Context: an optimization exercise on an open-source flow, tuned for small area and a short achievable clock period. The choices shown serve that exercise and are no tape-out recipe. Only simulation tests tie the RTL to the original design; equivalence was not proved.

Setup of wip/pepper:
// alu_core
module alu_core
#(
  parameter int DATA_WIDTH = alu_pkg::ALU_DATA_WIDTH
) (
  input  logic                  clk,
  input  logic                  rst_n,
  input  logic [7:0]            i_alu_op,
  input  logic [DATA_WIDTH-1:0] i_a,
  input  logic [DATA_WIDTH-1:0] i_b,
  output logic [DATA_WIDTH-1:0] o_c,
  output logic                  o_zero,
  output logic                  o_div0,
  output logic [DATA_WIDTH-1:0] o_c_q,
  output logic                  o_zero_q
);
Size: ~5800 cells after synthesis, roughly 33 flip-flops, ~140 I/O pins, roughly 0.035 mm^2 of cells after synthesis.
clock: 200.0 ns
lec_check: 0
abc_area: 1
cap_margin: 20
core_margin: 2
core_utilization: 40
slew_margin: 20
standard.sh (not shown) runs the stock make flow with config.mk's settings and CLKGATE_MAP_FILE= SYNTH_SCRIPT=/design/flow/synth_recipe.tcl, a recipe that flattens the netlist after the stock synthesis.
==> flow/flow/run.sh <==
#!/bin/bash
set -o pipefail
bash standard.sh SETUP_SLACK_MARGIN=50 SKIP_GATE_CLONING=1 SKIP_PIN_SWAP=1 TNS_END_PERCENT=5 "BUFFER_PORTS_ARGS=-buffer_cell sky130_fd_sc_hd__buf_2" cts > standard_flow_to_cts.log 2>&1
bash standard.sh finish > standard_flow_finish.log 2>&1
#### Input delta (wip/yarrow over wip/pepper)
==> flow/flow/run.sh <==
#!/bin/bash
set -o pipefail
bash standard.sh SETUP_SLACK_MARGIN=50 SKIP_GATE_CLONING=1 SKIP_PIN_SWAP=1 cts > standard_flow_to_cts.log 2>&1
bash standard.sh finish > standard_flow_finish.log 2>&1
## What came out
wip/yarrow went all the way through synthesis, placement and routing and the layout is clean on timing, DRC and antenna.
Origin of the worst setup path: i_b[31] -> wip/pepper, i_alu_op[0] -> wip/yarrow
wip/yarrow does better than wip/pepper on post-layout minimum cycle time.
wip/yarrow vs wip/pepper: number of gates given a new drive strength after cts up
Non-clock buffer share of cell area: wip/yarrow and wip/pepper compared, higher one is wip/yarrow
wip/yarrow vs wip/pepper on wire length of the first global-routing pass: wip/yarrow is the higher one.
Relative to wip/yarrow, the following input files were edited for wip/garnet:
- putting GPL_ROUTABILITY_DRIVEN at 0 where nothing was set
==> flow/flow/run.sh <==
#!/bin/bash
set -o pipefail
bash standard.sh SETUP_SLACK_MARGIN=50 SKIP_GATE_CLONING=1 SKIP_PIN_SWAP=1 "BUFFER_PORTS_ARGS=-buffer_cell sky130_fd_sc_hd__buf_2" cts > standard_flow_to_cts.log 2>&1
bash standard.sh finish > standard_flow_finish.log 2>&1
==> notes.md <==
Compared with wip/yarrow, via count in wip/garnet decreased slightly.
On count of placed standard cells in the final layout, fillers left out, wip/yarrow and wip/garnet are neck and neck.
Between wip/garnet and wip/yarrow, the number of nets at the end of the flow does not differ in any meaningful way.
#### Input delta (wip/nickel over wip/garnet)
- GPL_ROUTABILITY_DRIVEN no longer set, was 0
Results
- Going from wip/garnet to wip/nickel, post-synthesis cell area was more or less identical; final period demand of the worst path lost 0.079 ns; maximum buffer depth of the clock tree stayed essentially flat; core outline area shows no meaningful change.
- Critical path launch point: i_a[0] -> wip/garnet, i_b[31] -> wip/nickel
- Number of standard cells in the final layout excluding fillers: wip/nickel vs wip/garnet, no meaningful difference
- The fmax was comparable across wip/nickel and wip/garnet.
### wip/nickel -> wip/quartz
==> flow/flow/run.sh <==
#!/bin/bash
set -o pipefail
bash standard.sh SETUP_SLACK_MARGIN=60 SETUP_MOVE_SEQUENCE=sizeup SKIP_GATE_CLONING=1 SKIP_PIN_SWAP=1 cts > standard_flow_to_cts.log 2>&1
bash standard.sh finish > standard_flow_finish.log 2>&1
==> notes.md <==
wip/quartz -> wip/nickel: number of synthesized flops with an enable pin delta 0, exact match
NOTE: met1 demand-to-capacity share in global routing in wip/quartz falls short of that of wip/nickel
Core util | wip/quartz vs wip/nickel | wip/quartz higher
Compared wip/quartz vs wip/nickel, and number of cells upsized or downsized after cts is up in wip/quartz.
From wip/nickel to wip/quartz the numbers moved as follows: count of plain and timing-repair buffers in the layout fell 55, count of placed standard cells in the final layout, fillers left out lost 53, fmax climbed about 3%, routed wire length shows an increase of about 0.7%.
The following lists how wip/indigo was set up differently from wip/quartz:
==> flow/flow/run.sh <==
#!/bin/bash
set -o pipefail
bash standard.sh SETUP_SLACK_MARGIN=50 SKIP_GATE_CLONING=1 SKIP_PIN_SWAP=1 "BUFFER_PORTS_ARGS=-buffer_cell sky130_fd_sc_hd__buf_1" cts > standard_flow_to_cts.log 2>&1
bash standard.sh finish > standard_flow_finish.log 2>&1
--- outcome ---
Worst hold margin: wip/indigo better than wip/quartz
wip/indigo vs wip/quartz: amount of wire on met2 after detailed routing down by a few percent
Area taken by multi-input logic gates: wip/indigo lower than wip/quartz

[what the ideal ports hide]
No port has a modelled driver above. Below, the same layouts with a new extraction and two added sets of constraints. Step 1, drivers: a clkbuf_16 drives clk and a buf_2 each remaining input, both assumed. Step 2 also shifts input and output timing later by t, the mid clock arrival at the registers, as if the neighbouring blocks saw the same clock. Slacks: no drivers / after step 1 / after step 2; pairs: no drivers / after step 1.
run	shift t [ns]	slack for setup (ns)	worst hold slack (ns)	slew at the worst register clock pin (ns)	worst data-port slew with drivers (ns)
wip/pepper	0.323	48.939 / 48.917 / 48.917	39.801 / 39.784 / 40.106	0.06 / 0.06	0.12
wip/yarrow	0.322	48.946 / 48.913 / 48.913	39.801 / 39.786 / 40.108	0.06 / 0.06	0.05
wip/garnet	0.334	48.860 / 48.839 / 48.839	39.798 / 39.775 / 40.108	0.06 / 0.06	0.11
wip/nickel	0.323	48.939 / 48.917 / 48.917	39.801 / 39.784 / 40.106	0.06 / 0.06	0.12
wip/quartz	0.326	53.107 / 53.085 / 53.085	39.806 / 39.794 / 40.120	0.06 / 0.06	0.05
wip/indigo	0.330	48.889 / 48.868 / 48.868	39.819 / 39.799 / 40.129	0.06 / 0.06	0.11
After both steps setup and hold are still met in every run listed. The setup slack of wip/yarrow, which loses most, moves by -0.033 ns with the drivers and by -0.033 ns with both steps.
